Background: an optimization exercise with open tools, aiming at small area, a short achievable clock period and few clock cycles per item. Do not read the settings as production practice.
The RTL was checked by simulation tests, not by an equivalence proof against the original design.

==> flow/design.v (excerpt) <==
module pot_pickup_cv_mixer (
	input  logic                           clk,
	input  logic                           arst_n,
	input  logic                           in_valid,
	output logic                           in_ready,
	input  logic [ppcm_pkg::KIND_W-1:0]    in_kind,
	input  logic [ppcm_pkg::PRESET_W-1:0]  in_preset,
	input  logic [ppcm_pkg::KNOB_W-1:0]    in_knob,
	input  logic [ppcm_pkg::FS_BITS-1:0]   in_knob_reading,
	input  logic [ppcm_pkg::FS_BITS-1:0]   in_cv_reading,
	input  logic [ppcm_pkg::VAL_W-1:0]     in_range_low,
	input  logic [ppcm_pkg::VAL_W-1:0]     in_range_high,
	input  logic [ppcm_pkg::VAL_W-1:0]     in_load_value,
	output logic                           out_valid,
	input  logic                           out_ready,
	output logic [ppcm_pkg::FS_BITS-1:0]   out_drive_level,
	output logic [ppcm_pkg::VAL_W-1:0]     out_param_value,
	output logic                           out_picked_up,
	input  logic                           cfg_we,
	input  logic [ppcm_pkg::CFG_IDX_W-1:0] cfg_index,
	input  logic [ppcm_pkg::CFG_W-1:0]     cfg_data
);
Size: about 8800 cells after synthesis, about 0.088 mm2 of cells after synthesis.
export LEC_CHECK = 0
export ABC_AREA = 1
export CAP_MARGIN = 20
export CORE_MARGIN = 2
export CORE_UTILIZATION = 40
export SLEW_MARGIN = 20
create_clock -name core_clock -period 12.0 [get_ports {clk}]
run.sh (not shown) runs the stock make flow with config.mk's settings and CLKGATE_MAP_FILE= SYNTH_SCRIPT=/design/flow/synth_recipe.tcl, a recipe that flattens the netlist after the stock synthesis.
Testbench counts at the start, summed over its fixed seeds: cycles 14,424, items 13,686.
Rerun with:
--- a/flow/design.v
+++ b/flow/design.v
@@ -412,67 +412,69 @@
 	always_ff @(posedge clk) begin
 		if (en[1]) begin
 			a_kind   <= in_kind;
 			a_preset <= in_preset;
 			a_knob   <= in_knob;
 			a_rd     <= (in_kind == ppcm_pkg::KIND_LOAD) ? FW'(in_load_value) : in_knob_reading;
 			a_cvr    <= in_cv_reading;
 			a_lo     <= in_range_low;
 			a_hi     <= in_range_high;
 		end
 	end
 	logic            a_neg;
-	logic [VW-1:0]   a_span, a_span2;
+	logic [VW-1:0]   a_span, a_span2, a_span3;
 	logic [25:0]     a_pl, a_ph;
 	always_comb begin
 		a_neg  = a_hi < a_lo;
 		a_span = a_neg ? a_lo - a_hi : a_hi - a_lo;
 		a_span2 = a_neg ? VW'(~(a_hi - a_lo)) + 8'd1 : a_hi - a_lo;
+		a_span3 = a_neg ? a_lo - a_hi : VW'(~(a_lo - a_hi)) + 8'd1;
 		a_pl   = 26'(a_cvr[5:0]) * 26'(cvk_q);
 		a_ph   = 26'(a_cvr[11:6]) * 26'(cvk_q);
 	end
 	logic            b_v;
 	logic [1:0]      b_kind;
 	logic            b_load, b_sample, b_clear, b_k3, b_cvsel, b_neg;
 	logic [PW-1:0]   b_preset;
 	logic [KW-1:0]   b_knob;
 	always_comb begin
 		b_load   = b_kind == ppcm_pkg::KIND_LOAD;
 		b_sample = b_kind == ppcm_pkg::KIND_SAMPLE;
 		b_clear  = b_kind == ppcm_pkg::KIND_CLEAR;
 		b_k3     = b_knob == 2'd3;
 		b_cvsel  = (b_knob == cv_target_q) && cvon_q;
 	end
 	logic [FW-1:0]   b_rd;
-	logic [VW-1:0]   b_lo, b_hi, b_span, b_span2;
+	logic [VW-1:0]   b_lo, b_hi, b_span, b_span2, b_span3;
 	logic [19:0]     b_pl;
 	logic [25:0]     b_ph;
 	always_ff @(posedge clk or negedge arst_n) begin
 		if (!arst_n) begin
 			b_v <= 1'b0;
 		end else if (en[2]) begin
 			b_v <= a_v;
 		end
 	end
 	always_ff @(posedge clk) begin
 		if (en[2]) begin
 			b_kind   <= a_kind;
 			b_neg    <= a_neg;
 			b_preset <= a_preset;
 			b_knob   <= a_knob;
 			b_rd     <= a_rd;
 			b_lo     <= a_lo;
 			b_hi     <= a_hi;
 			b_span   <= a_span;
 			b_span2  <= a_span2;
+			b_span3  <= a_span3;
 			b_pl     <= a_pl[25:6];
 			b_ph     <= a_ph;
 		end
 	end
 	logic [25:0]     b_sum;
 	always_comb begin
 		b_sum = 26'(b_pl) + b_ph;
 	end
 	logic            c_v;
 	logic [1:0]      c_kind;
 	logic            c_load, c_sample, c_clear, c_k3, c_cvsel, c_neg;
 	logic [PW-1:0]   c_preset;
@@ -497,25 +499,25 @@
 	always_ff @(posedge clk) begin
 		if (en[3]) begin
 			c_kind   <= b_kind;
 			c_neg    <= b_neg;
 			c_preset <= b_preset;
 			c_knob   <= b_knob;
 			c_rd     <= b_rd;
 			c_c      <= b_sum[24:13];
 			c_lo     <= b_lo;
 			c_hi     <= b_hi;
 			c_span   <= b_span;
 			c_span2  <= b_span2;
-			c_mp     <= 20'(b_rd) * 20'(b_span);
+			c_mp     <= 20'(b_rd) * 20'(b_span3);
 			c_mh     <= 20'(cvh_q) * 20'(b_span2);
 		end
 	end
 	logic [VW-1:0]   c_qp, c_qh, c_p8;
 	logic [FW:0]     c_uni;
 	logic signed [FW+1:0] c_bi;
 	logic [FW-1:0]   c_lvl;
 	always_comb begin
 		c_qp  = ppcm_pkg::div_fs(c_mp);
 		c_qh  = ppcm_pkg::div_fs(c_mh);
 		c_p8  = ppcm_pkg::scale_sel(c_qp, c_lo, c_hi, c_neg);
 		c_uni = {1'b0, c_rd} + {1'b0, c_c};
Result: The new run ran to the end with no violations. Synthesized cell count goes up by 0.67%. Die area came out higher by 0.66%. Cell count is higher by 1.7%. Hold slack gains 0.0034 ns. Worst setup slack got worse by 0.015 ns. Routed wire length is higher by 0.86%. Clock skew goes up by 0.015 ns. Global-route usage climbs by 0.15 points. Sequential share of layout area shrinks by 0.36 points.
Testbench counts after the change, summed over its fixed seeds: cycles 14,424, items 13,686.

[what the ideal ports hide]
No port has a modelled driver above. Below, the same layouts with a new extraction and two added sets of constraints.
Step 1: set_driving_cell puts a clkbuf_16 on clk and a buf_2 on each other input, an assumption about the parent block.
Step 2 adds t to the input delays and takes it off the output delays; t is the mean of the earliest and latest rising clock arrival at the registers after step 1. Input paths then give back, and output paths get back, about the clock's delay inside the block.
a / b / c = no drivers / after step 1 / after step 2; a / b = the first two.
run	t, ns	setup slack, ns	worst hold slack (ns)	cell pins on the clock port's net
the first run	0.905	7.125 / 7.125 / 7.125	0.368 / 0.368 / 0.368	1
the second run	0.904	7.110 / 7.110 / 7.110	0.371 / 0.371 / 0.371	1
After both steps every run listed still meets setup and hold.
